This design comes from an exercise in tuning for small area, a short achievable clock period and few clock cycles on the open sky130 flow, not from production work. Function was checked by simulation only, so behaviour that the tests miss may differ from the original. Power and IR drop assume default switching activity.

[flow/config.mk]
export PLATFORM = sky130hd
export DESIGN_NAME = ex_top
export DESIGN_NICKNAME = ex_top
export VERILOG_FILES = /design/flow/design.v
export SDC_FILE = /design/flow/constraint.sdc
export NUM_CORES = 4
export LEC_CHECK = 0
export CAP_MARGIN = 20
export CORE_MARGIN = 2
export CORE_UTILIZATION = 60
export SLEW_MARGIN = 20
[flow/constraint.sdc]
create_clock -name core_clock -period 25.0 [get_ports {clk}]
set_input_delay 5.0000 -clock core_clock [delete_from_list [all_inputs] [get_ports {clk}]]
set_output_delay 5.0000 -clock core_clock [all_outputs]
set_load 0.01 [all_outputs]
[flow/design.v]
package ex_pkg;
    localparam int REG_ADDR_W = 5;
    localparam int DATA_W_DEF = 32;
    typedef logic [REG_ADDR_W-1:0] reg_addr_t;
    typedef enum logic [4:0] {
        OP_OR,
        OP_AND,
        OP_NOR,
        OP_XOR,
        OP_SLL,
        OP_SRL,
        OP_SRA,
        OP_ADD,
        OP_ADDU,
        OP_SUB,
        OP_SUBU,
        OP_SLT,
        OP_SLTU,
        OP_CLZ,
        OP_CLO,
        OP_MULT,
        OP_MULTU,
        OP_MUL,
        OP_MFHI,
        OP_MFLO,
        OP_MTHI,
        OP_MTLO
    } alu_op_t;
    typedef enum logic [1:0] {
        RES_LOGIC_SHIFT,
        RES_ARITH,
        RES_MOVE,
        RES_MUL
    } res_sel_t;
endpackage
`timescale 1ns/1ns
module ex_logic_shift #(
    parameter int DATA_W = ex_pkg::DATA_W_DEF
) (
    input  ex_pkg::alu_op_t   op_i,
    input  logic [DATA_W-1:0] opa_i,
    input  logic [DATA_W-1:0] opb_i,
    output logic [DATA_W-1:0] logic_o,
    output logic [DATA_W-1:0] shift_o
);
    localparam int SH_W = $clog2(DATA_W);
    logic [SH_W-1:0]   shamt;
    logic              left;
    logic              fill;
    logic [DATA_W-1:0] src;
    logic [DATA_W-1:0] rsh;
    function automatic logic [DATA_W-1:0] reverse(input logic [DATA_W-1:0] v);
        for (int i = 0; i < DATA_W; i++)
            reverse[i] = v[DATA_W-1-i];
    endfunction
    logic [3:0] tt;
    always_comb
    begin
        case (op_i[1:0])
            2'd0:    tt = 4'b1110;
            2'd1:    tt = 4'b1000;
            2'd2:    tt = 4'b0001;
            default: tt = 4'b0110;
        endcase
        for (int i = 0; i < DATA_W; i++)
            logic_o[i] = tt[{opa_i[i], opb_i[i]}];
    end
    assign shamt = opa_i[SH_W-1:0];
    assign left  = (op_i == ex_pkg::OP_SLL);
    assign fill  = (op_i == ex_pkg::OP_SRA) && opb_i[DATA_W-1];
    assign src   = left ? reverse(opb_i) : opb_i;
    always_comb
    begin
        logic [DATA_W-1:0] r;
        r = src;
        for (int k = 0; k < SH_W; k++)
            if (shamt[k])
                r = (r >> (1 << k)) | (fill ? ~({DATA_W{1'b1}} >> (1 << k)) : '0);
        rsh = r;
    end
    assign shift_o = left ? reverse(rsh) : rsh;
endmodule
`timescale 1ns/1ns
module ex_arith #(
    parameter int DATA_W = ex_pkg::DATA_W_DEF
) (
    input  ex_pkg::alu_op_t   op_i,
    input  logic [DATA_W-1:0] opa_i,
    input  logic [DATA_W-1:0] opb_i,
    output logic [DATA_W-1:0] sum_o,
    output logic              lt_o,
    output logic [5:0]        clz_o,
    output logic              ovf_o
);
    localparam int MSB = DATA_W - 1;
    logic              sub_en;
    logic [DATA_W-1:0] addend;
    logic [DATA_W:0]   sum_full;
    logic              ovf_raw;
    logic [DATA_W-1:0] clz_src;
    function automatic logic [5:0] lzc32(input logic [31:0] v);
        logic [4:0] n;
        logic [31:0] x;
        x = v;
        n = '0;
        if (x[31:16] == '0) begin n[4] = 1'b1; x = {x[15:0], 16'd0}; end
        if (x[31:24] == '0) begin n[3] = 1'b1; x = {x[23:0], 8'd0}; end
        if (x[31:28] == '0) begin n[2] = 1'b1; x = {x[27:0], 4'd0}; end
        if (x[31:30] == '0) begin n[1] = 1'b1; x = {x[29:0], 2'd0}; end
        if (!x[31])         begin n[0] = 1'b1; end
        lzc32 = (v == '0) ? 6'd32 : {1'b0, n};
    endfunction
    assign sub_en = (op_i == ex_pkg::OP_SUB) || (op_i == ex_pkg::OP_SUBU) ||
                    (op_i == ex_pkg::OP_SLT) || (op_i == ex_pkg::OP_SLTU);
    assign addend   = sub_en ? ~opb_i : opb_i;
    assign sum_full = {1'b0, opa_i} + {1'b0, addend} + {{DATA_W{1'b0}}, sub_en};
    assign sum_o    = sum_full[MSB:0];
    assign ovf_raw = (opa_i[MSB] == addend[MSB]) && (sum_o[MSB] != opa_i[MSB]);
    assign lt_o = (op_i == ex_pkg::OP_SLT) ? (sum_o[MSB] ^ ovf_raw) : !sum_full[DATA_W];
    assign ovf_o = ((op_i == ex_pkg::OP_ADD) || (op_i == ex_pkg::OP_SUB)) && ovf_raw;
    assign clz_src = (op_i == ex_pkg::OP_CLO) ? ~opa_i : opa_i;
    assign clz_o   = lzc32(clz_src);
endmodule
`timescale 1ns/1ns
module ex_mul_iter #(
    parameter int DATA_W = ex_pkg::DATA_W_DEF
) (
    input  logic [DATA_W-1:0] a_i,       
    input  logic              signed_i,  
    input  logic [3:0]        one_i,     
    input  logic [3:0]        two_i,     
    input  logic [3:0]        neg_i,     
    input  logic              first_i,   
    input  logic              corr_i,    
    input  logic [31:0]       acc_i,     
    output logic [39:0]       v_o
);
    logic [32:0] a33;
    logic [31:0] accg;
    logic [31:0] corr_a;
    logic [33:0] pp [4];
    logic [39:0] row_a, row_b;
    assign a33    = {signed_i & a_i[DATA_W-1], a_i};
    assign accg   = first_i ? 32'd0 : acc_i;
    assign corr_a = corr_i ? a_i : 32'd0;
    always_comb
    begin
        for (int j = 0; j < 4; j++)
            pp[j] = (two_i[j] ? {a33, 1'b0} : (one_i[j] ? {a33[32], a33} : 34'd0)) ^ {34{neg_i[j]}};
    end
    logic fs0, fc0, hs0, hc0;
    logic fs1, fc1, hs1, hc1;
    logic fs2, fc2, hs2, hc2;
    logic fs3, fc3, hs3, hc3;
    logic fs4, fc4, hs4, hc4;
    logic fs5, fc5, hs5, hc5;
    logic fs6, fc6, hs6, hc6;
    logic fs7, fc7, hs7, hc7;
    logic fs8, fc8, hs8, hc8;
    logic fs9, fc9, hs9, hc9;
    logic fs10, fc10, hs10, hc10;
    logic fs11, fc11, hs11, hc11;
    logic fs12, fc12, hs12, hc12;
    logic fs13, fc13, hs13, hc13;
    logic fs14, fc14, hs14, hc14;
    logic fs15, fc15, hs15, hc15;
    logic fs16, fc16, hs16, hc16;
    logic fs17, fc17, hs17, hc17;
    logic fs18, fc18, hs18, hc18;
    logic fs19, fc19, hs19, hc19;
    logic fs20, fc20, hs20, hc20;
    logic fs21, fc21, hs21, hc21;
    logic fs22, fc22, hs22, hc22;
    logic fs23, fc23, hs23, hc23;
    logic fs24, fc24, hs24, hc24;
    logic fs25, fc25, hs25, hc25;
    logic fs26, fc26, hs26, hc26;
    logic fs27, fc27, hs27, hc27;
    logic fs28, fc28, hs28, hc28;
    logic fs29, fc29, hs29, hc29;
    logic fs30, fc30, hs30, hc30;
    logic fs31, fc31, hs31, hc31;
    logic fs32, fc32, hs32, hc32;
    logic fs33, fc33, hs33, hc33;
    logic fs34, fc34, hs34, hc34;
    logic fs35, fc35, hs35, hc35;
    logic fs36, fc36, hs36, hc36;
    logic fs37, fc37, hs37, hc37;
    logic fs38, fc38, hs38, hc38;
    logic fs39, fc39, hs39, hc39;
    logic fs40, fc40, hs40, hc40;
    logic fs41, fc41, hs41, hc41;
    logic fs42, fc42, hs42, hc42;
    logic fs43, fc43, hs43, hc43;
    logic fs44, fc44, hs44, hc44;
    logic fs45, fc45, hs45, hc45;
    logic fs46, fc46, hs46, hc46;
    logic fs47, fc47, hs47, hc47;
    logic fs48, fc48, hs48, hc48;
    logic fs49, fc49, hs49, hc49;
    logic fs50, fc50, hs50, hc50;
    logic fs51, fc51, hs51, hc51;
    logic fs52, fc52, hs52, hc52;
    logic fs53, fc53, hs53, hc53;
    logic fs54, fc54, hs54, hc54;
    logic fs55, fc55, hs55, hc55;
    logic fs56, fc56, hs56, hc56;
    logic fs57, fc57, hs57, hc57;
    logic fs58, fc58, hs58, hc58;
    logic fs59, fc59, hs59, hc59;
    logic fs60, fc60, hs60, hc60;
    logic fs61, fc61, hs61, hc61;
    logic fs62, fc62, hs62, hc62;
    logic fs63, fc63, hs63, hc63;
    logic fs64, fc64, hs64, hc64;
    logic fs65, fc65, hs65, hc65;
    logic fs66, fc66, hs66, hc66;
    logic fs67, fc67, hs67, hc67;
    logic fs68, fc68, hs68, hc68;
    logic fs69, fc69, hs69, hc69;
    logic fs70, fc70, hs70, hc70;
    logic fs71, fc71, hs71, hc71;
    logic fs72, fc72, hs72, hc72;
    logic fs73, fc73, hs73, hc73;
    logic fs74, fc74, hs74, hc74;
    logic fs75, fc75, hs75, hc75;
    logic fs76, fc76, hs76, hc76;
    logic fs77, fc77, hs77, hc77;
    logic fs78, fc78, hs78, hc78;
    logic fs79, fc79, hs79, hc79;
    logic fs80, fc80, hs80, hc80;
    logic fs81, fc81, hs81, hc81;
    logic fs82, fc82, hs82, hc82;
    logic fs83, fc83, hs83, hc83;
    logic fs84, fc84, hs84, hc84;
    logic fs85, fc85, hs85, hc85;
    logic fs86, fc86, hs86, hc86;
    logic fs87, fc87, hs87, hc87;
    logic fs88, fc88, hs88, hc88;
    logic fs89, fc89, hs89, hc89;
    logic fs90, fc90, hs90, hc90;
    logic fs91, fc91, hs91, hc91;
    logic fs92, fc92, hs92, hc92;
    logic fs93, fc93, hs93, hc93;
    logic fs94, fc94, hs94, hc94;
    logic fs95, fc95, hs95, hc95;
    logic fs96, fc96, hs96, hc96;
    logic fs97, fc97, hs97, hc97;
    logic fs98, fc98, hs98, hc98;
    logic fs99, fc99, hs99, hc99;
    logic fs100, fc100, hs100, hc100;
    logic fs101, fc101, hs101, hc101;
    logic fs102, fc102, hs102, hc102;
    logic fs103, fc103, hs103, hc103;
    logic fs104, fc104, hs104, hc104;
    logic fs105, fc105, hs105, hc105;
    logic fs106, fc106, hs106, hc106;
    logic fs107, fc107, hs107, hc107;
    logic fs108, fc108, hs108, hc108;
    logic fs109, fc109, hs109, hc109;
    logic fs110, fc110, hs110, hc110;
    logic fs111, fc111, hs111, hc111;
    logic fs112, fc112, hs112, hc112;
    logic fs113, fc113, hs113, hc113;
    logic fs114, fc114, hs114, hc114;
    logic fs115, fc115, hs115, hc115;
    logic fs116, fc116, hs116, hc116;
    logic fs117, fc117, hs117, hc117;
    logic fs118, fc118, hs118, hc118;
    logic fs119, fc119, hs119, hc119;
    logic fs120, fc120, hs120, hc120;
    logic fs121, fc121, hs121, hc121;
    logic fs122, fc122, hs122, hc122;
    logic fs123, fc123, hs123, hc123;
    logic fs124, fc124, hs124, hc124;
    logic fs125, fc125, hs125, hc125;
    logic fs126, fc126, hs126, hc126;
    logic fs127, fc127, hs127, hc127;
    logic fs128, fc128, hs128, hc128;
    logic fs129, fc129, hs129, hc129;
    logic fs130, fc130, hs130, hc130;
    logic fs131, fc131, hs131, hc131;
    logic fs132, fc132, hs132, hc132;
    logic fs133, fc133, hs133, hc133;
    logic fs134, fc134, hs134, hc134;
    logic fs135, fc135, hs135, hc135;
    logic fs136, fc136, hs136, hc136;
    logic fs137, fc137, hs137, hc137;
    logic fs138, fc138, hs138, hc138;
    logic fs139, fc139, hs139, hc139;
    logic fs140, fc140, hs140, hc140;
    assign hs0 = pp[0][31] ^ pp[1][29];
    assign hc0 = pp[0][31] & pp[1][29];
    assign hs1 = pp[0][32] ^ pp[1][30];
    assign hc1 = pp[0][32] & pp[1][30];
    assign hs2 = pp[0][4] ^ pp[1][2];
    assign hc2 = pp[0][4] & pp[1][2];
    assign hs3 = pp[0][5] ^ pp[1][3];
    assign hc3 = pp[0][5] & pp[1][3];
    assign fs4 = pp[0][6] ^ pp[1][4] ^ pp[2][2];
    assign fc4 = (pp[0][6] & pp[1][4]) | (pp[0][6] & pp[2][2]) | (pp[1][4] & pp[2][2]);
    assign hs5 = pp[3][0] ^ accg[6];
    assign hc5 = pp[3][0] & accg[6];
    assign fs6 = pp[0][7] ^ pp[1][5] ^ pp[2][3];
    assign fc6 = (pp[0][7] & pp[1][5]) | (pp[0][7] & pp[2][3]) | (pp[1][5] & pp[2][3]);
    assign hs7 = pp[3][1] ^ accg[7];
    assign hc7 = pp[3][1] & accg[7];
    assign fs8 = pp[0][8] ^ pp[1][6] ^ pp[2][4];
    assign fc8 = (pp[0][8] & pp[1][6]) | (pp[0][8] & pp[2][4]) | (pp[1][6] & pp[2][4]);
    assign fs9 = pp[3][2] ^ accg[8] ^ corr_a[0];
    assign fc9 = (pp[3][2] & accg[8]) | (pp[3][2] & corr_a[0]) | (accg[8] & corr_a[0]);
    assign fs10 = pp[0][9] ^ pp[1][7] ^ pp[2][5];
    assign fc10 = (pp[0][9] & pp[1][7]) | (pp[0][9] & pp[2][5]) | (pp[1][7] & pp[2][5]);
    assign fs11 = pp[3][3] ^ accg[9] ^ corr_a[1];
    assign fc11 = (pp[3][3] & accg[9]) | (pp[3][3] & corr_a[1]) | (accg[9] & corr_a[1]);
    assign fs12 = pp[0][10] ^ pp[1][8] ^ pp[2][6];
    assign fc12 = (pp[0][10] & pp[1][8]) | (pp[0][10] & pp[2][6]) | (pp[1][8] & pp[2][6]);
    assign fs13 = pp[3][4] ^ accg[10] ^ corr_a[2];
    assign fc13 = (pp[3][4] & accg[10]) | (pp[3][4] & corr_a[2]) | (accg[10] & corr_a[2]);
    assign fs14 = pp[0][11] ^ pp[1][9] ^ pp[2][7];
    assign fc14 = (pp[0][11] & pp[1][9]) | (pp[0][11] & pp[2][7]) | (pp[1][9] & pp[2][7]);
    assign fs15 = pp[3][5] ^ accg[11] ^ corr_a[3];
    assign fc15 = (pp[3][5] & accg[11]) | (pp[3][5] & corr_a[3]) | (accg[11] & corr_a[3]);
    assign fs16 = pp[0][12] ^ pp[1][10] ^ pp[2][8];
    assign fc16 = (pp[0][12] & pp[1][10]) | (pp[0][12] & pp[2][8]) | (pp[1][10] & pp[2][8]);
    assign fs17 = pp[3][6] ^ accg[12] ^ corr_a[4];
    assign fc17 = (pp[3][6] & accg[12]) | (pp[3][6] & corr_a[4]) | (accg[12] & corr_a[4]);
    assign fs18 = pp[0][13] ^ pp[1][11] ^ pp[2][9];
    assign fc18 = (pp[0][13] & pp[1][11]) | (pp[0][13] & pp[2][9]) | (pp[1][11] & pp[2][9]);
    assign fs19 = pp[3][7] ^ accg[13] ^ corr_a[5];
    assign fc19 = (pp[3][7] & accg[13]) | (pp[3][7] & corr_a[5]) | (accg[13] & corr_a[5]);
    assign fs20 = pp[0][14] ^ pp[1][12] ^ pp[2][10];
    assign fc20 = (pp[0][14] & pp[1][12]) | (pp[0][14] & pp[2][10]) | (pp[1][12] & pp[2][10]);
    assign fs21 = pp[3][8] ^ accg[14] ^ corr_a[6];
    assign fc21 = (pp[3][8] & accg[14]) | (pp[3][8] & corr_a[6]) | (accg[14] & corr_a[6]);
    assign fs22 = pp[0][15] ^ pp[1][13] ^ pp[2][11];
    assign fc22 = (pp[0][15] & pp[1][13]) | (pp[0][15] & pp[2][11]) | (pp[1][13] & pp[2][11]);
    assign fs23 = pp[3][9] ^ accg[15] ^ corr_a[7];
    assign fc23 = (pp[3][9] & accg[15]) | (pp[3][9] & corr_a[7]) | (accg[15] & corr_a[7]);
    assign fs24 = pp[0][16] ^ pp[1][14] ^ pp[2][12];
    assign fc24 = (pp[0][16] & pp[1][14]) | (pp[0][16] & pp[2][12]) | (pp[1][14] & pp[2][12]);
    assign fs25 = pp[3][10] ^ accg[16] ^ corr_a[8];
    assign fc25 = (pp[3][10] & accg[16]) | (pp[3][10] & corr_a[8]) | (accg[16] & corr_a[8]);
    assign fs26 = pp[0][17] ^ pp[1][15] ^ pp[2][13];
    assign fc26 = (pp[0][17] & pp[1][15]) | (pp[0][17] & pp[2][13]) | (pp[1][15] & pp[2][13]);
    assign fs27 = pp[3][11] ^ accg[17] ^ corr_a[9];
    assign fc27 = (pp[3][11] & accg[17]) | (pp[3][11] & corr_a[9]) | (accg[17] & corr_a[9]);
    assign fs28 = pp[0][18] ^ pp[1][16] ^ pp[2][14];
    assign fc28 = (pp[0][18] & pp[1][16]) | (pp[0][18] & pp[2][14]) | (pp[1][16] & pp[2][14]);
    assign fs29 = pp[3][12] ^ accg[18] ^ corr_a[10];
    assign fc29 = (pp[3][12] & accg[18]) | (pp[3][12] & corr_a[10]) | (accg[18] & corr_a[10]);
    assign fs30 = pp[0][19] ^ pp[1][17] ^ pp[2][15];
    assign fc30 = (pp[0][19] & pp[1][17]) | (pp[0][19] & pp[2][15]) | (pp[1][17] & pp[2][15]);
    assign fs31 = pp[3][13] ^ accg[19] ^ corr_a[11];
    assign fc31 = (pp[3][13] & accg[19]) | (pp[3][13] & corr_a[11]) | (accg[19] & corr_a[11]);
    assign fs32 = pp[0][20] ^ pp[1][18] ^ pp[2][16];
    assign fc32 = (pp[0][20] & pp[1][18]) | (pp[0][20] & pp[2][16]) | (pp[1][18] & pp[2][16]);
    assign fs33 = pp[3][14] ^ accg[20] ^ corr_a[12];
    assign fc33 = (pp[3][14] & accg[20]) | (pp[3][14] & corr_a[12]) | (accg[20] & corr_a[12]);
    assign fs34 = pp[0][21] ^ pp[1][19] ^ pp[2][17];
    assign fc34 = (pp[0][21] & pp[1][19]) | (pp[0][21] & pp[2][17]) | (pp[1][19] & pp[2][17]);
    assign fs35 = pp[3][15] ^ accg[21] ^ corr_a[13];
    assign fc35 = (pp[3][15] & accg[21]) | (pp[3][15] & corr_a[13]) | (accg[21] & corr_a[13]);
    assign fs36 = pp[0][22] ^ pp[1][20] ^ pp[2][18];
    assign fc36 = (pp[0][22] & pp[1][20]) | (pp[0][22] & pp[2][18]) | (pp[1][20] & pp[2][18]);
    assign fs37 = pp[3][16] ^ accg[22] ^ corr_a[14];
    assign fc37 = (pp[3][16] & accg[22]) | (pp[3][16] & corr_a[14]) | (accg[22] & corr_a[14]);
    assign fs38 = pp[0][23] ^ pp[1][21] ^ pp[2][19];
    assign fc38 = (pp[0][23] & pp[1][21]) | (pp[0][23] & pp[2][19]) | (pp[1][21] & pp[2][19]);
    assign fs39 = pp[3][17] ^ accg[23] ^ corr_a[15];
    assign fc39 = (pp[3][17] & accg[23]) | (pp[3][17] & corr_a[15]) | (accg[23] & corr_a[15]);
    assign fs40 = pp[0][24] ^ pp[1][22] ^ pp[2][20];
    assign fc40 = (pp[0][24] & pp[1][22]) | (pp[0][24] & pp[2][20]) | (pp[1][22] & pp[2][20]);
    assign fs41 = pp[3][18] ^ accg[24] ^ corr_a[16];
    assign fc41 = (pp[3][18] & accg[24]) | (pp[3][18] & corr_a[16]) | (accg[24] & corr_a[16]);
    assign fs42 = pp[0][25] ^ pp[1][23] ^ pp[2][21];
    assign fc42 = (pp[0][25] & pp[1][23]) | (pp[0][25] & pp[2][21]) | (pp[1][23] & pp[2][21]);
    assign fs43 = pp[3][19] ^ accg[25] ^ corr_a[17];
    assign fc43 = (pp[3][19] & accg[25]) | (pp[3][19] & corr_a[17]) | (accg[25] & corr_a[17]);
    assign fs44 = pp[0][26] ^ pp[1][24] ^ pp[2][22];
    assign fc44 = (pp[0][26] & pp[1][24]) | (pp[0][26] & pp[2][22]) | (pp[1][24] & pp[2][22]);
    assign fs45 = pp[3][20] ^ accg[26] ^ corr_a[18];
    assign fc45 = (pp[3][20] & accg[26]) | (pp[3][20] & corr_a[18]) | (accg[26] & corr_a[18]);
    assign fs46 = pp[0][27] ^ pp[1][25] ^ pp[2][23];
    assign fc46 = (pp[0][27] & pp[1][25]) | (pp[0][27] & pp[2][23]) | (pp[1][25] & pp[2][23]);
    assign fs47 = pp[3][21] ^ accg[27] ^ corr_a[19];
    assign fc47 = (pp[3][21] & accg[27]) | (pp[3][21] & corr_a[19]) | (accg[27] & corr_a[19]);
    assign fs48 = pp[0][28] ^ pp[1][26] ^ pp[2][24];
    assign fc48 = (pp[0][28] & pp[1][26]) | (pp[0][28] & pp[2][24]) | (pp[1][26] & pp[2][24]);
    assign fs49 = pp[3][22] ^ accg[28] ^ corr_a[20];
    assign fc49 = (pp[3][22] & accg[28]) | (pp[3][22] & corr_a[20]) | (accg[28] & corr_a[20]);
    assign fs50 = pp[0][29] ^ pp[1][27] ^ pp[2][25];
    assign fc50 = (pp[0][29] & pp[1][27]) | (pp[0][29] & pp[2][25]) | (pp[1][27] & pp[2][25]);
    assign fs51 = pp[3][23] ^ accg[29] ^ corr_a[21];
    assign fc51 = (pp[3][23] & accg[29]) | (pp[3][23] & corr_a[21]) | (accg[29] & corr_a[21]);
    assign fs52 = pp[0][30] ^ pp[1][28] ^ pp[2][26];
    assign fc52 = (pp[0][30] & pp[1][28]) | (pp[0][30] & pp[2][26]) | (pp[1][28] & pp[2][26]);
    assign fs53 = pp[3][24] ^ accg[30] ^ corr_a[22];
    assign fc53 = (pp[3][24] & accg[30]) | (pp[3][24] & corr_a[22]) | (accg[30] & corr_a[22]);
    assign fs54 = hs0 ^ pp[2][27] ^ pp[3][25];
    assign fc54 = (hs0 & pp[2][27]) | (hs0 & pp[3][25]) | (pp[2][27] & pp[3][25]);
    assign fs55 = ~accg[31] ^ corr_a[23] ^ 1'b1;
    assign fc55 = (~accg[31] & corr_a[23]) | (~accg[31] & 1'b1) | (corr_a[23] & 1'b1);
    assign fs56 = hs1 ^ pp[2][28] ^ pp[3][26];
    assign fc56 = (hs1 & pp[2][28]) | (hs1 & pp[3][26]) | (pp[2][28] & pp[3][26]);
    assign fs57 = corr_a[24] ^ 1'b1 ^ hc0;
    assign fc57 = (corr_a[24] & 1'b1) | (corr_a[24] & hc0) | (1'b1 & hc0);
    assign fs58 = ~pp[0][33] ^ pp[1][31] ^ pp[2][29];
    assign fc58 = (~pp[0][33] & pp[1][31]) | (~pp[0][33] & pp[2][29]) | (pp[1][31] & pp[2][29]);
    assign fs59 = pp[3][27] ^ corr_a[25] ^ hc1;
    assign fc59 = (pp[3][27] & corr_a[25]) | (pp[3][27] & hc1) | (corr_a[25] & hc1);
    assign fs60 = pp[1][32] ^ pp[2][30] ^ pp[3][28];
    assign fc60 = (pp[1][32] & pp[2][30]) | (pp[1][32] & pp[3][28]) | (pp[2][30] & pp[3][28]);
    assign hs61 = corr_a[26] ^ 1'b1;
    assign hc61 = corr_a[26] & 1'b1;
    assign fs62 = ~pp[1][33] ^ pp[2][31] ^ pp[3][29];
    assign fc62 = (~pp[1][33] & pp[2][31]) | (~pp[1][33] & pp[3][29]) | (pp[2][31] & pp[3][29]);
    assign hs63 = pp[2][32] ^ pp[3][30];
    assign hc63 = pp[2][32] & pp[3][30];
    assign hs64 = pp[0][2] ^ pp[1][0];
    assign hc64 = pp[0][2] & pp[1][0];
    assign hs65 = pp[0][3] ^ pp[1][1];
    assign hc65 = pp[0][3] & pp[1][1];
    assign fs66 = hs2 ^ pp[2][0] ^ accg[4];
    assign fc66 = (hs2 & pp[2][0]) | (hs2 & accg[4]) | (pp[2][0] & accg[4]);
    assign fs67 = hs3 ^ pp[2][1] ^ accg[5];
    assign fc67 = (hs3 & pp[2][1]) | (hs3 & accg[5]) | (pp[2][1] & accg[5]);
    assign fs68 = fs4 ^ hs5 ^ neg_i[3];
    assign fc68 = (fs4 & hs5) | (fs4 & neg_i[3]) | (hs5 & neg_i[3]);
    assign fs69 = fs6 ^ hs7 ^ fc4;
    assign fc69 = (fs6 & hs7) | (fs6 & fc4) | (hs7 & fc4);
    assign fs70 = fs8 ^ fs9 ^ fc6;
    assign fc70 = (fs8 & fs9) | (fs8 & fc6) | (fs9 & fc6);
    assign fs71 = fs10 ^ fs11 ^ fc8;
    assign fc71 = (fs10 & fs11) | (fs10 & fc8) | (fs11 & fc8);
    assign fs72 = fs12 ^ fs13 ^ fc10;
    assign fc72 = (fs12 & fs13) | (fs12 & fc10) | (fs13 & fc10);
    assign fs73 = fs14 ^ fs15 ^ fc12;
    assign fc73 = (fs14 & fs15) | (fs14 & fc12) | (fs15 & fc12);
    assign fs74 = fs16 ^ fs17 ^ fc14;
    assign fc74 = (fs16 & fs17) | (fs16 & fc14) | (fs17 & fc14);
    assign fs75 = fs18 ^ fs19 ^ fc16;
    assign fc75 = (fs18 & fs19) | (fs18 & fc16) | (fs19 & fc16);
    assign fs76 = fs20 ^ fs21 ^ fc18;
    assign fc76 = (fs20 & fs21) | (fs20 & fc18) | (fs21 & fc18);
    assign fs77 = fs22 ^ fs23 ^ fc20;
    assign fc77 = (fs22 & fs23) | (fs22 & fc20) | (fs23 & fc20);
    assign fs78 = fs24 ^ fs25 ^ fc22;
    assign fc78 = (fs24 & fs25) | (fs24 & fc22) | (fs25 & fc22);
    assign fs79 = fs26 ^ fs27 ^ fc24;
    assign fc79 = (fs26 & fs27) | (fs26 & fc24) | (fs27 & fc24);
    assign fs80 = fs28 ^ fs29 ^ fc26;
    assign fc80 = (fs28 & fs29) | (fs28 & fc26) | (fs29 & fc26);
    assign fs81 = fs30 ^ fs31 ^ fc28;
    assign fc81 = (fs30 & fs31) | (fs30 & fc28) | (fs31 & fc28);
    assign fs82 = fs32 ^ fs33 ^ fc30;
    assign fc82 = (fs32 & fs33) | (fs32 & fc30) | (fs33 & fc30);
    assign fs83 = fs34 ^ fs35 ^ fc32;
    assign fc83 = (fs34 & fs35) | (fs34 & fc32) | (fs35 & fc32);
    assign fs84 = fs36 ^ fs37 ^ fc34;
    assign fc84 = (fs36 & fs37) | (fs36 & fc34) | (fs37 & fc34);
    assign fs85 = fs38 ^ fs39 ^ fc36;
    assign fc85 = (fs38 & fs39) | (fs38 & fc36) | (fs39 & fc36);
    assign fs86 = fs40 ^ fs41 ^ fc38;
    assign fc86 = (fs40 & fs41) | (fs40 & fc38) | (fs41 & fc38);
    assign fs87 = fs42 ^ fs43 ^ fc40;
    assign fc87 = (fs42 & fs43) | (fs42 & fc40) | (fs43 & fc40);
    assign fs88 = fs44 ^ fs45 ^ fc42;
    assign fc88 = (fs44 & fs45) | (fs44 & fc42) | (fs45 & fc42);
    assign fs89 = fs46 ^ fs47 ^ fc44;
    assign fc89 = (fs46 & fs47) | (fs46 & fc44) | (fs47 & fc44);
    assign fs90 = fs48 ^ fs49 ^ fc46;
    assign fc90 = (fs48 & fs49) | (fs48 & fc46) | (fs49 & fc46);
    assign fs91 = fs50 ^ fs51 ^ fc48;
    assign fc91 = (fs50 & fs51) | (fs50 & fc48) | (fs51 & fc48);
    assign fs92 = fs52 ^ fs53 ^ fc50;
    assign fc92 = (fs52 & fs53) | (fs52 & fc50) | (fs53 & fc50);
    assign fs93 = fs54 ^ fs55 ^ fc52;
    assign fc93 = (fs54 & fs55) | (fs54 & fc52) | (fs55 & fc52);
    assign fs94 = fs56 ^ fs57 ^ fc54;
    assign fc94 = (fs56 & fs57) | (fs56 & fc54) | (fs57 & fc54);
    assign fs95 = fs58 ^ fs59 ^ fc56;
    assign fc95 = (fs58 & fs59) | (fs58 & fc56) | (fs59 & fc56);
    assign fs96 = fs60 ^ hs61 ^ fc58;
    assign fc96 = (fs60 & hs61) | (fs60 & fc58) | (hs61 & fc58);
    assign fs97 = fs62 ^ corr_a[27] ^ fc60;
    assign fc97 = (fs62 & corr_a[27]) | (fs62 & fc60) | (corr_a[27] & fc60);
    assign fs98 = hs63 ^ corr_a[28] ^ 1'b1;
    assign fc98 = (hs63 & corr_a[28]) | (hs63 & 1'b1) | (corr_a[28] & 1'b1);
    assign fs99 = ~pp[2][33] ^ pp[3][31] ^ corr_a[29];
    assign fc99 = (~pp[2][33] & pp[3][31]) | (~pp[2][33] & corr_a[29]) | (pp[3][31] & corr_a[29]);
    assign hs100 = pp[3][32] ^ corr_a[30];
    assign hc100 = pp[3][32] & corr_a[30];
    assign hs101 = pp[0][0] ^ accg[0];
    assign hc101 = pp[0][0] & accg[0];
    assign hs102 = pp[0][1] ^ accg[1];
    assign hc102 = pp[0][1] & accg[1];
    assign fs103 = hs64 ^ accg[2] ^ neg_i[1];
    assign fc103 = (hs64 & accg[2]) | (hs64 & neg_i[1]) | (accg[2] & neg_i[1]);
    assign fs104 = hs65 ^ accg[3] ^ hc64;
    assign fc104 = (hs65 & accg[3]) | (hs65 & hc64) | (accg[3] & hc64);
    assign fs105 = fs66 ^ neg_i[2] ^ hc65;
    assign fc105 = (fs66 & neg_i[2]) | (fs66 & hc65) | (neg_i[2] & hc65);
    assign fs106 = fs67 ^ hc2 ^ fc66;
    assign fc106 = (fs67 & hc2) | (fs67 & fc66) | (hc2 & fc66);
    assign fs107 = fs68 ^ hc3 ^ fc67;
    assign fc107 = (fs68 & hc3) | (fs68 & fc67) | (hc3 & fc67);
    assign fs108 = fs69 ^ hc5 ^ fc68;
    assign fc108 = (fs69 & hc5) | (fs69 & fc68) | (hc5 & fc68);
    assign fs109 = fs70 ^ hc7 ^ fc69;
    assign fc109 = (fs70 & hc7) | (fs70 & fc69) | (hc7 & fc69);
    assign fs110 = fs71 ^ fc9 ^ fc70;
    assign fc110 = (fs71 & fc9) | (fs71 & fc70) | (fc9 & fc70);
    assign fs111 = fs72 ^ fc11 ^ fc71;
    assign fc111 = (fs72 & fc11) | (fs72 & fc71) | (fc11 & fc71);
    assign fs112 = fs73 ^ fc13 ^ fc72;
    assign fc112 = (fs73 & fc13) | (fs73 & fc72) | (fc13 & fc72);
    assign fs113 = fs74 ^ fc15 ^ fc73;
    assign fc113 = (fs74 & fc15) | (fs74 & fc73) | (fc15 & fc73);
    assign fs114 = fs75 ^ fc17 ^ fc74;
    assign fc114 = (fs75 & fc17) | (fs75 & fc74) | (fc17 & fc74);
    assign fs115 = fs76 ^ fc19 ^ fc75;
    assign fc115 = (fs76 & fc19) | (fs76 & fc75) | (fc19 & fc75);
    assign fs116 = fs77 ^ fc21 ^ fc76;
    assign fc116 = (fs77 & fc21) | (fs77 & fc76) | (fc21 & fc76);
    assign fs117 = fs78 ^ fc23 ^ fc77;
    assign fc117 = (fs78 & fc23) | (fs78 & fc77) | (fc23 & fc77);
    assign fs118 = fs79 ^ fc25 ^ fc78;
    assign fc118 = (fs79 & fc25) | (fs79 & fc78) | (fc25 & fc78);
    assign fs119 = fs80 ^ fc27 ^ fc79;
    assign fc119 = (fs80 & fc27) | (fs80 & fc79) | (fc27 & fc79);
    assign fs120 = fs81 ^ fc29 ^ fc80;
    assign fc120 = (fs81 & fc29) | (fs81 & fc80) | (fc29 & fc80);
    assign fs121 = fs82 ^ fc31 ^ fc81;
    assign fc121 = (fs82 & fc31) | (fs82 & fc81) | (fc31 & fc81);
    assign fs122 = fs83 ^ fc33 ^ fc82;
    assign fc122 = (fs83 & fc33) | (fs83 & fc82) | (fc33 & fc82);
    assign fs123 = fs84 ^ fc35 ^ fc83;
    assign fc123 = (fs84 & fc35) | (fs84 & fc83) | (fc35 & fc83);
    assign fs124 = fs85 ^ fc37 ^ fc84;
    assign fc124 = (fs85 & fc37) | (fs85 & fc84) | (fc37 & fc84);
    assign fs125 = fs86 ^ fc39 ^ fc85;
    assign fc125 = (fs86 & fc39) | (fs86 & fc85) | (fc39 & fc85);
    assign fs126 = fs87 ^ fc41 ^ fc86;
    assign fc126 = (fs87 & fc41) | (fs87 & fc86) | (fc41 & fc86);
    assign fs127 = fs88 ^ fc43 ^ fc87;
    assign fc127 = (fs88 & fc43) | (fs88 & fc87) | (fc43 & fc87);
    assign fs128 = fs89 ^ fc45 ^ fc88;
    assign fc128 = (fs89 & fc45) | (fs89 & fc88) | (fc45 & fc88);
    assign fs129 = fs90 ^ fc47 ^ fc89;
    assign fc129 = (fs90 & fc47) | (fs90 & fc89) | (fc47 & fc89);
    assign fs130 = fs91 ^ fc49 ^ fc90;
    assign fc130 = (fs91 & fc49) | (fs91 & fc90) | (fc49 & fc90);
    assign fs131 = fs92 ^ fc51 ^ fc91;
    assign fc131 = (fs92 & fc51) | (fs92 & fc91) | (fc51 & fc91);
    assign fs132 = fs93 ^ fc53 ^ fc92;
    assign fc132 = (fs93 & fc53) | (fs93 & fc92) | (fc53 & fc92);
    assign fs133 = fs94 ^ fc55 ^ fc93;
    assign fc133 = (fs94 & fc55) | (fs94 & fc93) | (fc55 & fc93);
    assign fs134 = fs95 ^ fc57 ^ fc94;
    assign fc134 = (fs95 & fc57) | (fs95 & fc94) | (fc57 & fc94);
    assign fs135 = fs96 ^ fc59 ^ fc95;
    assign fc135 = (fs96 & fc59) | (fs96 & fc95) | (fc59 & fc95);
    assign fs136 = fs97 ^ hc61 ^ fc96;
    assign fc136 = (fs97 & hc61) | (fs97 & fc96) | (hc61 & fc96);
    assign fs137 = fs98 ^ fc62 ^ fc97;
    assign fc137 = (fs98 & fc62) | (fs98 & fc97) | (fc62 & fc97);
    assign fs138 = fs99 ^ hc63 ^ fc98;
    assign fc138 = (fs99 & hc63) | (fs99 & fc98) | (hc63 & fc98);
    assign fs139 = hs100 ^ 1'b1 ^ fc99;
    assign fc139 = (hs100 & 1'b1) | (hs100 & fc99) | (1'b1 & fc99);
    assign fs140 = ~pp[3][33] ^ corr_a[31] ^ hc100;
    assign fc140 = (~pp[3][33] & corr_a[31]) | (~pp[3][33] & hc100) | (corr_a[31] & hc100);
    assign row_a = {fs140, fs139, fs138, fs137, fs136, fs135, fs134, fs133, fs132, fs131, fs130, fs129, fs128, fs127, fs126, fs125, fs124, fs123, fs122, fs121, fs120, fs119, fs118, fs117, fs116, fs115, fs114, fs113, fs112, fs111, fs110, fs109, fs108, fs107, fs106, fs105, fs104, fs103, hs102, hs101};
    assign row_b = {fc139, fc138, fc137, fc136, fc135, fc134, fc133, fc132, fc131, fc130, fc129, fc128, fc127, fc126, fc125, fc124, fc123, fc122, fc121, fc120, fc119, fc118, fc117, fc116, fc115, fc114, fc113, fc112, fc111, fc110, fc109, fc108, fc107, fc106, fc105, fc104, fc103, hc102, hc101, neg_i[0]};
    assign v_o = row_a + row_b;
endmodule
`timescale 1ns/1ns
module ex_ctrl #(
    parameter int DATA_W = ex_pkg::DATA_W_DEF
) (
    input  logic                clk,
    input  logic                reset_i,
    input  logic                in_valid_i,
    output logic                in_ready_o,
    input  ex_pkg::alu_op_t     aluop_i,
    input  logic [DATA_W-1:0]   reg1_i,
    input  logic [DATA_W-1:0]   reg2_i,
    input  ex_pkg::reg_addr_t   wd_i,
    input  logic                wreg_i,
    output logic                out_valid_o,
    input  logic                out_ready_i,
    output ex_pkg::reg_addr_t   wd_o,
    output logic                wreg_o,
    output logic [DATA_W-1:0]   wdata_o,
    output logic                overflow_o,
    output ex_pkg::alu_op_t     op_o,
    output logic [DATA_W-1:0]   opa_o,
    output logic [DATA_W-1:0]   opb_o,
    input  logic [DATA_W-1:0]   logic_i,
    input  logic [DATA_W-1:0]   shift_i,
    input  logic [DATA_W-1:0]   sum_i,
    input  logic                lt_i,
    input  logic [5:0]          clz_i,
    input  logic                ovf_i,
    output logic                mul_signed_o,
    output logic [3:0]          mul_one_o,
    output logic [3:0]          mul_two_o,
    output logic [3:0]          mul_neg_o,
    output logic                mul_first_o,
    output logic                mul_corr_o,
    output logic [31:0]         mul_acc_o,
    input  logic [39:0]         mul_v_i
);
    localparam int RW = DATA_W + 7;    
    logic              in_v;
    ex_pkg::alu_op_t   op_q;
    logic [DATA_W-1:0] a_q;
    logic [DATA_W-1:0] b_q;
    ex_pkg::reg_addr_t wd_q;
    logic              wreg_q;
    logic [1:0]        cnt_q;
    logic [11:0]       bsel_q;      
    logic              in_ready_q;
    logic              sk_v;
    logic [RW-1:0]     sk_q;
    logic [RW-1:0]     out_q;
    logic [DATA_W-1:0] hi_q;
    logic [DATA_W-1:0] lo_q;
    logic              accept;
    logic              is_mul;
    logic              mul_last;
    logic              done;
    logic              fire;
    logic              out_free;
    logic              in_v_next;
    logic              sk_v_next;
    logic              done_next;
    logic              step;
    logic [DATA_W-1:0] mul_lo;
    logic [DATA_W-1:0] res;
    logic [RW-1:0]     res_w;
    function automatic logic [11:0] booth_enc(input logic [7:0] c, input logic prev);
        logic [2:0] t;
        for (int j = 0; j < 4; j++)
        begin
            t = {c[2*j+1], c[2*j], (j == 0) ? prev : c[2*j-1]};
            booth_enc[j]     = t[1] ^ t[0];
            booth_enc[4 + j] = (t[2] & ~t[1] & ~t[0]) | (~t[2] & t[1] & t[0]);
            booth_enc[8 + j] = t[2];
        end
    endfunction
    function automatic logic op_is_mul(input ex_pkg::alu_op_t op);
        op_is_mul = (op == ex_pkg::OP_MULT) || (op == ex_pkg::OP_MULTU) || (op == ex_pkg::OP_MUL);
    endfunction
    assign in_ready_o = in_ready_q;
    assign accept     = in_valid_i && in_ready_q;
    assign is_mul   = op_is_mul(op_q);
    assign mul_last = (cnt_q == 2'd3);
    assign done     = !is_mul || mul_last;
    assign fire     = in_v && done && !sk_v;
    assign step     = in_v && is_mul && !mul_last && !sk_v;
    assign out_free = !out_valid_o || out_ready_i;
    assign op_o  = op_q;
    assign opa_o = a_q;
    assign opb_o = b_q;
    assign mul_signed_o = (op_q != ex_pkg::OP_MULTU);
    assign {mul_neg_o, mul_two_o, mul_one_o} = bsel_q;
    assign mul_first_o  = (cnt_q == 2'd0);
    assign mul_corr_o   = mul_last && (op_q == ex_pkg::OP_MULTU) && b_q[7];
    assign mul_acc_o    = sk_q[32:1];
    assign mul_lo       = {mul_v_i[7:0], b_q[DATA_W-1:8]};
    always_comb
    begin
        case (op_q)
            ex_pkg::OP_OR, ex_pkg::OP_AND, ex_pkg::OP_NOR, ex_pkg::OP_XOR:
                res = logic_i;
            ex_pkg::OP_SLL, ex_pkg::OP_SRL, ex_pkg::OP_SRA:
                res = shift_i;
            ex_pkg::OP_ADD, ex_pkg::OP_ADDU, ex_pkg::OP_SUB, ex_pkg::OP_SUBU:
                res = sum_i;
            ex_pkg::OP_SLT, ex_pkg::OP_SLTU:
                res = {{(DATA_W-1){1'b0}}, lt_i};
            ex_pkg::OP_CLZ, ex_pkg::OP_CLO:
                res = {{(DATA_W-6){1'b0}}, clz_i};
            ex_pkg::OP_MULT, ex_pkg::OP_MULTU, ex_pkg::OP_MUL:
                res = mul_last ? mul_lo : mul_v_i[39:8];
            ex_pkg::OP_MFHI:
                res = hi_q;
            ex_pkg::OP_MFLO:
                res = lo_q;
            default:
                res = '0;
        endcase
    end
    assign res_w = {wd_q, wreg_q && !ovf_i, res, ovf_i};
    assign {wd_o, wreg_o, wdata_o, overflow_o} = out_q;
    assign in_v_next = accept || (in_v && !fire);
    assign sk_v_next = sk_v ? !out_free : (fire && !out_free);
    assign done_next = accept ? !op_is_mul(aluop_i) : (!is_mul || mul_last || (cnt_q == 2'd2 && step));
    always_ff @(posedge clk)
    begin
        if (reset_i)
        begin
            in_v        <= 1'b0;
            in_ready_q  <= 1'b1;
            out_valid_o <= 1'b0;
            sk_v        <= 1'b0;
        end
        else
        begin
            in_v        <= in_v_next;
            in_ready_q  <= !in_v_next || (done_next && !sk_v_next);
            out_valid_o <= sk_v || fire || (out_valid_o && !out_ready_i);
            sk_v        <= sk_v_next;
        end
    end
    always_ff @(posedge clk)
    begin
        if (in_ready_q)
        begin
            op_q    <= aluop_i;
            a_q     <= reg1_i;
            wd_q    <= wd_i;
            wreg_q  <= wreg_i;
        end
    end
    always_ff @(posedge clk)
    begin
        if (in_ready_q)
        begin
            b_q     <= reg2_i;
            cnt_q   <= 2'd0;
            bsel_q  <= booth_enc(reg2_i[7:0], 1'b0);
        end
        else if (step)
        begin
            b_q     <= mul_lo;
            cnt_q   <= cnt_q + 2'd1;
            bsel_q  <= booth_enc(b_q[15:8], b_q[7]);
        end
    end
    always_ff @(posedge clk)
    begin
        if (out_free)
            out_q <= sk_v ? sk_q : res_w;
        if (!sk_v)
            sk_q <= res_w;
    end
    always_ff @(posedge clk)
    begin
        if (reset_i)
        begin
            hi_q <= '0;
            lo_q <= '0;
        end
        else if (fire)
        begin
            case (op_q)
                ex_pkg::OP_MTHI: hi_q <= a_q;
                ex_pkg::OP_MTLO: lo_q <= a_q;
                ex_pkg::OP_MULT, ex_pkg::OP_MULTU:
                begin
                    hi_q <= mul_v_i[39:8];
                    lo_q <= mul_lo;
                end
                default: ;
            endcase
        end
    end
endmodule
`timescale 1ns/1ns
module ex_top #(
    parameter int DATA_W = ex_pkg::DATA_W_DEF
) (
    input  logic              clk,
    input  logic              reset_i,
    input  logic              in_valid_i,
    output logic              in_ready_o,
    input  ex_pkg::alu_op_t   aluop_i,
    input  logic [DATA_W-1:0] reg1_i,
    input  logic [DATA_W-1:0] reg2_i,
    input  ex_pkg::reg_addr_t wd_i,
    input  logic              wreg_i,
    output logic              out_valid_o,
    input  logic              out_ready_i,
    output ex_pkg::reg_addr_t wd_o,
    output logic              wreg_o,
    output logic [DATA_W-1:0] wdata_o,
    output logic              overflow_o
);
    ex_pkg::alu_op_t     op;
    logic [DATA_W-1:0]   opa;
    logic [DATA_W-1:0]   opb;
    logic [DATA_W-1:0]   logic_res;
    logic [DATA_W-1:0]   shift_res;
    logic [DATA_W-1:0]   sum;
    logic                lt;
    logic [5:0]          clz;
    logic                ovf;
    logic                mul_signed;
    logic [3:0]          mul_one;
    logic [3:0]          mul_two;
    logic [3:0]          mul_neg;
    logic                mul_first;
    logic                mul_corr;
    logic [31:0]         mul_acc;
    logic [39:0]         mul_v;
    ex_ctrl #(.DATA_W(DATA_W)) u_ctrl (
        .clk          (clk),
        .reset_i      (reset_i),
        .in_valid_i   (in_valid_i),
        .in_ready_o   (in_ready_o),
        .aluop_i      (aluop_i),
        .reg1_i       (reg1_i),
        .reg2_i       (reg2_i),
        .wd_i         (wd_i),
        .wreg_i       (wreg_i),
        .out_valid_o  (out_valid_o),
        .out_ready_i  (out_ready_i),
        .wd_o         (wd_o),
        .wreg_o       (wreg_o),
        .wdata_o      (wdata_o),
        .overflow_o   (overflow_o),
        .op_o         (op),
        .opa_o        (opa),
        .opb_o        (opb),
        .logic_i      (logic_res),
        .shift_i      (shift_res),
        .sum_i        (sum),
        .lt_i         (lt),
        .clz_i        (clz),
        .ovf_i        (ovf),
        .mul_signed_o (mul_signed),
        .mul_one_o    (mul_one),
        .mul_two_o    (mul_two),
        .mul_neg_o    (mul_neg),
        .mul_first_o  (mul_first),
        .mul_corr_o   (mul_corr),
        .mul_acc_o    (mul_acc),
        .mul_v_i      (mul_v)
    );
    ex_logic_shift #(.DATA_W(DATA_W)) u_logic_shift (
        .op_i    (op),
        .opa_i   (opa),
        .opb_i   (opb),
        .logic_o (logic_res),
        .shift_o (shift_res)
    );
    ex_arith #(.DATA_W(DATA_W)) u_arith (
        .op_i  (op),
        .opa_i (opa),
        .opb_i (opb),
        .sum_o (sum),
        .lt_o  (lt),
        .clz_o (clz),
        .ovf_o (ovf)
    );
    ex_mul_iter #(.DATA_W(DATA_W)) u_mul (
        .a_i      (opa),
        .signed_i (mul_signed),
        .one_i    (mul_one),
        .two_i    (mul_two),
        .neg_i    (mul_neg),
        .first_i  (mul_first),
        .corr_i   (mul_corr),
        .acc_i    (mul_acc),
        .v_o      (mul_v)
    );
endmodule
[flow/flow/run.sh]
#!/bin/bash
# The standard layout, with repair_timing aiming at a shorter path than the
# 25 ns clock needs (a larger setup slack margin); constraints are unchanged.
set -euo pipefail
bash standard.sh SETUP_SLACK_MARGIN=19 finish > standard_flow.log 2>&1
[flow/standard.sh]
#!/bin/bash
# synth_recipe.tcl (not shown) runs the flow's synth.tcl, then flattens the netlist and writes it again
# the make line also repeats each setting of config.mk as NAME=value (left out here)
make -C /OpenROAD-flow-scripts/flow DESIGN_CONFIG=/design/flow/config.mk WORK_HOME=/design/flow/orfs CLKGATE_MAP_FILE= SYNTH_SCRIPT=/design/flow/synth_recipe.tcl "${@:-finish}"
==> results.py, run 1 <==
metrics = {
    "clock_tree": {
        "clk_pin_slew_ns": 0.07,
        "cts_buffers": 25,
        "clk_latency_ns": 0.57,
        "cts_buffer_depth": 3,
        "cts.sinks": 231,
        "cts_tree": "done",
        "htreeDepth": 1,
        "cts_root_buf": "clkbuf_16",
    },
    "timing": {
        "tns_ns": 0,
        "relSlewSlack": 0.0792,
        "skew_ns": 0.0128,
        "hold_violations": 0,
        "period_minus_slack_ns": 6.25,
        "tightest_slew_ns": 1.37,
        "rsz0062_at_grt": "yes",
        "max_freq_mhz": 160,
        "post-route-period-util": 0.250,
        "slew_viol_final": 0,
        "setup_viol": 0,
    },
    "power_and_ir_drop": {
        "sequentialPowerShare": 0.141,
        "internal-power_uw": 1660,
        "clock_power_share": 0.104,
        "p_per_area_mw_per_mm2": 133,
        "pwr-share-comb": 0.756,
        "p_leak_uw": 0.0109,
        "vdd_drop_max_v": 0.000118,
        "switchingPower_uw": 2040,
        "p_sw_frac": 0.552,
    },
    "grt": {
        "grt_pass1_wl_um": 155000,
        "antenna_found_initial": 3,
        "grt_max_degree": 69,
        "track_usage": 0.475,
        "grt_overflow": 0,
        "grt_pass1_vias": 24095,
    },
    "synth": {
        "netlist_instances": 2930,
        "async_flop_share": 0,
        "yosys_warnings": 5,
        "syn_avg_cell_area_um2": 8.51,
        "synth-seq-area-share": 0.234,
        "synth_edf_count": 122,
        "yosys_most_used_dff": "edfxtp_1",
        "netlist_area_mm2": 0.0249,
        "synth_cell_type_count": 90,
        "synth-seq-cells": 231,
        "synth_nets": 3229,
    },
    "routing": {
        "vias_per_cell": 7.37,
        "final_antenna_net_count": 0,
        "post-route-drc-count": 0,
        "dr.pass1.iters": 11,
        "vias": 25567,
        "wl_per_cell_um": 30.8,
        "drtIter0Drc": 4194,
        "finalWirelength_um": 107000,
    },
    "finish": {
        "final_common_cell": "nand2_1",
        "nets": 3215,
        "syn_to_final_growth_pct": 11.3,
        "layout_common_cells": "nand2_1, nor2_1, inv_1, xnor2_1, a21oi_1",
        "layout-drive-gt1-share": 0.122,
        "final_cell_area_mm2": 0.0278,
    },
    "placement": {
        "port_buffers": 119,
        "post-dp-hpwl_um": 74000,
        "routabilityCongestion": 1.09,
        "place_area_mm2": 0.0264,
    },
    "die": {
        "die_w_um": 208,
        "start_util": 0.609,
        "die_h_um": 208,
        "rows": 74,
        "dieArea_mm2": 0.0432,
        "io_pins": 120,
        "coreArea_mm2": 0.0409,
    },
    "critical_path": {
        "endpoint_kind": "output pin",
        "worst-path-max-fanout": 1,
        "crit_chain": "buf_2",
        "worstPathArrival_ns": 1.24,
        "cp-start-kind": "flop",
        "crit_buf_inv": 1,
        "cp_slowest_cell": "edfxtp_1",
        "cp_top_family": "flip-flops",
        "slowest_delay_ns": 0.49,
        "crit_type": "reg -> out",
        "worstPathRequired_ns": 20.00,
    },
    "run": {
        "maxCapViolations": 0,
    },
    "hold_path": {
        "hp-class": "reg -> reg",
    },
    "run_status": {
        "outcome": "finished clean",
    },
}
[flip-flops by register name, summed over array words and instances, names as in the netlist, 2 cells and up]
signal and count:
u_ctrl.b_q 29, u_ctrl.hi_q 32, u_ctrl.cnt_q 2, u_ctrl.sk_q 39
u_ctrl.out_q 39, u_ctrl.a_q 32, u_ctrl.op_q 5, u_ctrl.bsel_q 11
u_ctrl.lo_q 32, u_ctrl.wd_q 5
[power groups by stage]
stage / Combinational (µW) / Sequential (µW) / Clock (µW)
after floorplan: 1740 / 501 / 0
after global placement: 2540 / 525 / 0
after detailed placement: 2570 / 526 / 0
after CTS: 2590 / 516 / 381
after global routing: 2960 / 520 / 395
final: 2800 / 520 / 385
[worst reg2reg max path: stages (launching register included)]
cell and delay (ns):
edfxtp_1 1.02, a22oi_1 0.26, xnor2_1 0.20, fa_1 0.56, inv_1 0.05, fa_1 0.47
inv_1 0.05, fa_1 0.44, ha_2 0.42, nand3_1 0.13, nor2_1 0.16, o211ai_1 0.15
a31o_2 0.31, a211o_1 0.37, a311o_2 0.52, xnor2_2 0.19, a221oi_2 0.27, nor2_1 0.09
[through the flow]
stage	instances	util	setup slack [ns]	total power, µW	hold slack (ns)
6_report	3468	0.678	18.76	3700	0.475
5_1_grt	3466	0.678	18.77	3880	0.488
4_1_cts	3440	0.665	18.81	3480	0.468
3_5_place_dp	3386	0.646	18.31	3100	0.459
3_3_place_gp	3386	0.646	18.41	3070	0.442
2_1_floorplan	2930	-	19.03	2240	0.431
[timing repair]
| action | in CTS | in global routing |
|---|---|---|
| gates resized for setup | 185 | 64 |
| hold buffers | 0 | 0 |
| setup endpoints to repair | 121 | 97 |
| setup buffers | 9 | 22 |
| cloned | 0 | 4 |
| endpoints found under the hold margin | 0 | 0 |
| pin swaps | 1 | 9 |
[path summary, 6_finish.rpt]
kind | startpoint | end | slack [ns] | cells after the start
worst min-delay path | u_ctrl.hi_q[12] | u_ctrl.hi_q[12] | 0.48 | 2
worst max register to register | u_ctrl.a_q[8] | u_ctrl.out_q[25] | 19.09 | 17
worst max-delay path | u_ctrl.out_q[15] | wdata_o[14] | 18.76 | 1
worst min register to register | u_ctrl.hi_q[12] | u_ctrl.hi_q[12] | 0.48 | 2
[Yosys cell counts (all sizes together) (32+ instances only)]
| master | count | area share |
|---|---|---|
| a211oi | 34 | 0.010 |
| a21o | 43 | 0.013 |
| a21oi | 157 | 0.032 |
| a221oi | 32 | 0.012 |
| a22oi | 125 | 0.038 |
| a311oi | 44 | 0.015 |
| buf | 54 | 0.0099 |
| clkbuf | 233 | 0.035 |
| dfxtp | 109 | 0.088 |
| edfxtp | 122 | 0.15 |
| fa | 125 | 0.10 |
| ha | 95 | 0.048 |
| inv | 181 | 0.027 |
| mux2 | 41 | 0.019 |
| mux2i | 73 | 0.029 |
| mux4 | 37 | 0.033 |
| nand2 | 285 | 0.043 |
| nand2b | 50 | 0.013 |
| nand3 | 47 | 0.0094 |
| nor2 | 203 | 0.031 |
| nor3 | 41 | 0.0084 |
| o211ai | 69 | 0.021 |
| o21ai | 142 | 0.029 |
| xnor2 | 180 | 0.063 |
| xor2 | 61 | 0.021 |
[layout make-up]
type | count | area [µm²]
Antenna cell | 2 | 5.00
Clock buffer | 33 | 687
Clock inverter | 12 | 126
Fill cell | 3307 | 13200
Inverter | 182 | 683
Multi-Input combinational cell | 2231 | 17500
Sequential cell | 231 | 5850
Tap cell | 532 | 666
Timing Repair Buffer | 245 | 2230
[cell families (layout without fill, tap and decap cells)]
| group | after synthesis | count (layout) | synth area share |
|---|---|---|---|
| AOI/OAI and AO/OA | 845 | 845 | 0.236 |
| xor gates and xnor gates | 241 | 241 | 0.0846 |
| adders and majority gates | 220 | 220 | 0.148 |
| buffers and inverters | 469 | 472 | 0.0724 |
| DFF | 231 | 231 | 0.234 |
| muxes | 151 | 151 | 0.0814 |
| other | 0 | 2 | 0 |
| and+or+nand+nor | 773 | 774 | 0.144 |
[metal layers]
| metal | global-route usage | vias to the layer above | routed length [µm] |
|---|---|---|---|
| met5 | 0.00445 | - | 24 |
| met4 | 0.330 | 4 | 10200 |
| met3 | 0.169 | 640 | 17400 |
| met2 | 0.672 | 2200 | 42900 |
| met1 | 0.605 | 12151 | 36400 |
| li1 | - | 10572 | - |
Testbench counts, summed over its fixed seeds: cycles 6,532.
==> run 2, diff against run 1 <==
--- a/flow/config.mk
+++ b/flow/config.mk
@@ -5,7 +5,8 @@
 export SDC_FILE = /design/flow/constraint.sdc
 export NUM_CORES = 4
 export LEC_CHECK = 0
+export ABC_AREA = 1
 export CAP_MARGIN = 20
 export CORE_MARGIN = 2
-export CORE_UTILIZATION = 60
+export CORE_UTILIZATION = 40
 export SLEW_MARGIN = 20
==> run 2 against run 1 <==
Effect of this change: global-route usage fell by 9.5 points; largest power group unchanged; still clean on timing, DRC and antenna; utilization fell by 19 points; critical endpoint is now wdata_o[25]; flip-flop and latch count did not move; clock power rose by 7.5%; sequential share of layout area fell by 1.3 points; cell count rose by 28%; synthesized area fell by 2.6%; clock-buffer cell count rose by 10; highest routed layer unchanged; combinational power rose by 18%; hold slack got worse by 0.023 ns.
==> results.py, run 2 <==
metrics = {
    "critical_path": {
        "worstPathRequired_ns": 20.00,
        "crit_chain": "buf_6",
        "cp_top_family": "flip-flops",
        "cp-start-kind": "flop",
        "crit_type": "reg -> out",
        "slowest_delay_ns": 0.52,
        "worstPathArrival_ns": 1.25,
        "cp_slowest_cell": "edfxtp_1",
        "crit_buf_inv": 1,
        "endpoint_kind": "output pin",
        "worst-path-max-fanout": 1,
    },
    "routing": {
        "vias_per_cell": 6.12,
        "finalWirelength_um": 125000,
        "dr.pass1.iters": 7,
        "drtIter0Drc": 4071,
        "final_antenna_net_count": 0,
        "wl_per_cell_um": 28.3,
        "vias": 27095,
        "post-route-drc-count": 0,
    },
    "clock_tree": {
        "clk_latency_ns": 0.58,
        "clk_pin_slew_ns": 0.06,
        "cts.sinks": 231,
        "cts_buffer_depth": 3,
        "htreeDepth": 1,
        "cts_tree": "done",
        "cts_buffers": 28,
        "cts_root_buf": "clkbuf_16",
    },
    "finish": {
        "multi_input_comb_area_mm2": 0.0171,
        "seqCellArea_mm2": 0.00585,
        "layout-drive-gt1-share": 0.137,
        "fillers": 6085,
        "syn_to_final_growth_pct": 21.5,
        "layout_common_cells": "nand2_1, o21ai_0, inv_1",
        "top_regs": "u_ctrl.out_q x39, u_ctrl.sk_q x39",
        "nets": 3920,
        "final_common_cell": "nand2_1",
    },
    "placement": {
        "post-dp-hpwl_um": 88300,
        "routabilityCongestion": 1.09,
        "port_buffers": 119,
        "dp_slack_ns": 17.74,
    },
    "synth": {
        "synthTopCellsByArea": "edfxtp_1, nand2_1, fa_1",
        "yosysMostFrequentCell": "nand2_1",
        "yosys_warnings": 5,
        "yosys-top-cells-count": "nand2_1, o21ai_0, inv_1, a21oi_1, nor2_1",
        "synth-seq-area-share": 0.241,
        "synth_cell_type_count": 55,
        "yosys_most_used_dff": "edfxtp_1",
        "synth_top_area_share": 0.151,
        "synth_top_area_cell": "edfxtp_1",
        "syn_avg_cell_area_um2": 6.97,
        "netlist_area_mm2": 0.0243,
        "synth_edf_count": 122,
        "netlist_instances": 3484,
        "async_flop_share": 0,
        "synth-seq-cells": 231,
        "synth_nets": 3783,
    },
    "grt": {
        "grt_pass1_vias": 24665,
        "grt_overflow": 0,
        "track_usage": 0.380,
        "grt_pass1_wl_um": 172000,
        "grt_max_degree": 62,
        "antenna_found_initial": 6,
    },
    "die": {
        "coreArea_mm2": 0.0602,
        "start_util": 0.403,
        "die_w_um": 250,
        "rows": 90,
        "io_pins": 120,
        "die_h_um": 250,
        "dieArea_mm2": 0.0627,
    },
    "timing": {
        "tightest_slew_ns": 1.24,
        "setup_viol": 0,
        "hold_violations": 0,
        "timing.final.ws_setup_ns": 18.75,
        "tns_ns": 0,
        "slew_viol_final": 0,
        "rsz0062_at_grt": "yes",
        "max_freq_mhz": 160,
        "relSlewSlack": 0.171,
        "period_minus_slack_ns": 6.25,
        "skew_ns": 0.0353,
        "post-route-period-util": 0.250,
    },
    "run_status": {
        "outcome": "finished clean",
    },
    "hold_path": {
        "hp-class": "reg -> reg",
    },
    "power_and_ir_drop": {
        "p_per_area_mw_per_mm2": 144,
        "p_leak_uw": 0.0131,
        "vdd_drop_max_v": 0.000127,
    },
    "run": {
        "maxCapViolations": 0,
    },
}
==> run 2: report_power, final <==
part / switching, µW / internal [µW] / leakage (µW)
clock: 177 / 237 / 0.000449
combinational: 2170 / 1140 / 0.0104
sequential: 52.1 / 467 / 0.00221
==> run 2: stage by stage <==
step	utilization	total power, µW	cell area (µm²)	hold WS (ns)	std cells
3_3_place_gp	0.434	3090	26200	0.433	4247
2_1_floorplan	-	2120	24300	0.414	3484
3_5_place_dp	0.435	3070	26200	0.438	4248
6_report	0.490	4250	29500	0.453	4429
4_1_cts	0.458	3550	27600	0.449	4331
5_1_grt	0.490	4430	29500	0.475	4425
==> run 2: kinds of logic after synthesis <==
logic type,after synthesis,synth area share
fa+ha+maj,220,0.152
compound gates,966,0.225
mux,8,0.00330
buf+inv,604,0.0944
simple gates,1243,0.209
xor+xnor,212,0.0764
flops,231,0.241
==> run 2: final timing paths <==
check | start | end | slack (ns) | cells after the start
setup / recovery | u_ctrl.out_q[26] | wdata_o[25] | 18.75 | 1
hold / removal | u_ctrl.sk_q[34] | u_ctrl.sk_q[34] | 0.45 | 2
setup reg to reg | u_ctrl.bsel_q[4] | u_ctrl.out_q[27] | 18.80 | 26
hold reg to reg | u_ctrl.sk_q[34] | u_ctrl.sk_q[34] | 0.45 | 2
==> run 2: routing by layer <==
metal	GRT usage	wire [µm]	vias up
met3	0.114	16600	481
li1	-	-	11983
met4	0.285	12200	8
met1	0.480	46300	12712
met2	0.545	50400	1911
met5	0.00154	79	-
==> run 2: cell type report <==
| cell class | count | share of cell area |
|---|---|---|
| timing repair buffer | 298 | 0.102 |
| clock buffer | 43 | 0.0291 |
| tap | 782 | 0.0331 |
| antenna | 4 | 0.000339 |
| multi-input combinational | 2649 | 0.580 |
| sequential | 231 | 0.198 |
| timing repair inverter | 2 | 0.000509 |
| clock inverter | 9 | 0.00182 |
| inverter | 411 | 0.0553 |
==> run 2: what timing repair did <==
action / CTS / global route
pin swaps: 8 / 65
buffers inserted: 24 / 81
resized for setup: 267 / 213
endpoints found under the hold margin: 0 / 0
hold buffers: 0 / 0
cloned: 7 / 12
setup endpoints to repair: 194 / 163
==> run 3, diff against run 2 <==
--- a/flow/config.mk
+++ b/flow/config.mk
@@ -5,7 +5,6 @@
 export SDC_FILE = /design/flow/constraint.sdc
 export NUM_CORES = 4
 export LEC_CHECK = 0
-export ABC_AREA = 1
 export CAP_MARGIN = 20
 export CORE_MARGIN = 2
 export CORE_UTILIZATION = 40
==> run 3 against run 2 <==
Effect of this change: still clean on timing, DRC and antenna; sequential share of layout area is 0.64 points higher; critical path depth is the same; total power fell by 9.1%; cell count decreased by 14%; hold slack better by 0.023 ns; design area down 3.1%.
==> results.py, run 3 <==
metrics = {
    "synth": {
        "netlist_area_mm2": 0.0249,
        "synth-seq-area-share": 0.234,
        "synthTopCellsByArea": "edfxtp_1, fa_1, dfxtp_1",
        "yosys_most_used_dff": "edfxtp_1",
        "synth_top_area_cell": "edfxtp_1",
        "synth_nets": 3229,
        "yosysMostFrequentCell": "nand2_1",
        "yosys_warnings": 5,
        "synth_top_area_share": 0.147,
        "netlist_instances": 2930,
        "synth-seq-cells": 231,
    },
    "critical_path": {
        "cp_top_family": "flip-flops",
        "worstPathRequired_ns": 20.00,
        "cp-start-kind": "flop",
        "cp_slowest_cell": "edfxtp_1",
        "worst-path-max-fanout": 1,
        "slowest_delay_ns": 0.47,
        "crit_type": "reg -> out",
        "endpoint_kind": "output pin",
        "worstPathArrival_ns": 1.23,
        "crit_chain": "buf_2",
        "crit_buf_inv": 1,
    },
    "finish": {
        "syn_to_final_growth_pct": 14.7,
        "antenna_cells": 0,
        "nets": 3246,
        "final_common_cell": "nand2_1",
        "top_regs": "u_ctrl.out_q x39, u_ctrl.sk_q x39",
        "layout_common_cells": "nand2_1, nor2_1, inv_1, xnor2_1, a21oi_1",
        "layout-drive-gt1-share": 0.140,
    },
    "grt": {
        "grt_overflow": 0,
        "antenna_found_initial": 4,
        "grt_pass1_wl_um": 167000,
        "track_usage": 0.356,
        "grt_pass1_vias": 23990,
    },
    "placement": {
        "routabilityCongestion": 1.03,
        "post-dp-hpwl_um": 82900,
    },
    "routing": {
        "final_antenna_net_count": 0,
        "vias_per_cell": 6.57,
        "dr.pass1.iters": 9,
        "post-route-drc-count": 0,
        "finalWirelength_um": 118000,
        "drtIter0Drc": 3299,
        "vias": 24986,
        "wl_per_cell_um": 31.0,
    },
    "timing": {
        "rsz0062_at_grt": "yes",
        "slew_viol_final": 0,
        "max_freq_mhz": 161,
        "relSlewSlack": 0.193,
        "tns_ns": 0,
        "period_minus_slack_ns": 6.23,
        "setup_viol": 0,
        "tightest_slew_ns": 1.21,
        "skew_ns": 0.0355,
        "post-route-period-util": 0.249,
    },
    "clock_tree": {
        "htreeDepth": 1,
        "cts_buffers": 26,
        "clk_latency_ns": 0.60,
        "cts.sinks": 231,
        "hold_buffers": 0,
    },
    "power_and_ir_drop": {
        "p_per_area_mw_per_mm2": 135,
        "vdd_drop_max_v": 0.000104,
    },
    "die": {
        "rows": 91,
        "die_h_um": 254,
        "coreArea_mm2": 0.0617,
        "die_w_um": 254,
        "start_util": 0.404,
        "dieArea_mm2": 0.0644,
        "io_pins": 120,
    },
    "run": {
        "maxCapViolations": 0,
    },
    "hold_path": {
        "hp-class": "reg -> reg",
    },
    "run_status": {
        "outcome": "finished clean",
    },
}
-- run 3: cell count changes after synthesis, sizes merged, moves of 50 or more --
cell / delta
xnor2: +171
a21oi: -75
nand2: -545
a22oi: +119
mux2i: +65
inv: -208
nand2b: +50
o21ai: -279
clkbuf: +89
xor2: -142
nand3: -76
o22ai: -101
-- run 3: cell type report --
type	count	area (µm²)
Clock buffer	28	668
Clock inverter	20	196
Fill cell	6081	33100
Inverter	182	687
Multi-Input combinational cell	2232	17700
Sequential cell	231	5860
Tap cell	837	1050
Timing Repair Buffer	274	2490
-- run 3: cells by family (layout without fill, tap and decap cells) --
family          after synthesis  count (layout)  share of synthesized area
buf+inv                     469             504                     0.0724
fa+ha+maj                   220             220                      0.148
xor+xnor                    241             241                     0.0846
mux                         151             151                     0.0814
flops                       231             231                      0.234
simple gates                773             775                      0.144
compound gates              845             845                      0.236
-- run 3: path summary, 6_finish.rpt --
check	from	endpoint	slack, ns	cells after the start
worst max-delay path	u_ctrl.out_q[32]	wdata_o[31]	18.77	1
worst min-delay path	u_ctrl.hi_q[12]	u_ctrl.hi_q[12]	0.48	2
worst max register to register	u_ctrl.op_q[3]	u_ctrl.out_q[25]	19.06	21
worst min register to register	u_ctrl.hi_q[12]	u_ctrl.hi_q[12]	0.48	2
-- run 3: per-layer routing --
| metal | global-route usage | vias to the layer above | wire length [µm] |
|---|---|---|---|
| met4 | 0.215 | 2 | 8210 |
| met1 | 0.463 | 12307 | 45100 |
| met2 | 0.539 | 1664 | 51100 |
| li1 | - | 10649 | - |
| met3 | 0.0810 | 364 | 13500 |
| met5 | 0 | - | 11 |
-- run 3: through the flow --
step / std cells / util / instance area, µm² / setup WS (ns) / hold slack (ns)
after global placement: 3699 / 0.436 / 26900 / 18.23 / 0.440
after global routing: 3804 / 0.464 / 28600 / 18.76 / 0.499
final: 3804 / 0.464 / 28600 / 18.77 / 0.476
after CTS: 3769 / 0.453 / 28000 / 18.77 / 0.473
after detailed placement: 3699 / 0.436 / 26900 / 18.21 / 0.460
after floorplan: 2930 / - / 24900 / 19.03 / 0.431
-- run 3: what timing repair did --
action,4_1_cts,5_1_grt
cloned,3,4
buffers inserted,19,31
pin swaps,3,32
endpoints found under the setup margin,143,94
resized for setup,203,71
-- run 3: power by group --
part	total, µW	internal, µW	switching [µW]
sequential	511	462	49.0
clock	404	219	185
combinational	2940	1060	1880
-- run 3: worst min-delay path, stage by stage (launching register included) --
cell	delay [ns]
dfxtp_1	0.32
nand2_1	0.05
a21oi_1	0.06

Setup slack of run 3, layout unchanged: 18.772 ns with ideal ports, 18.711 ns with driving cells assumed (clock clkbuf_16, inputs buf_2), 18.435 ns with port delays also shifted by the 0.641 ns mid clock arrival.
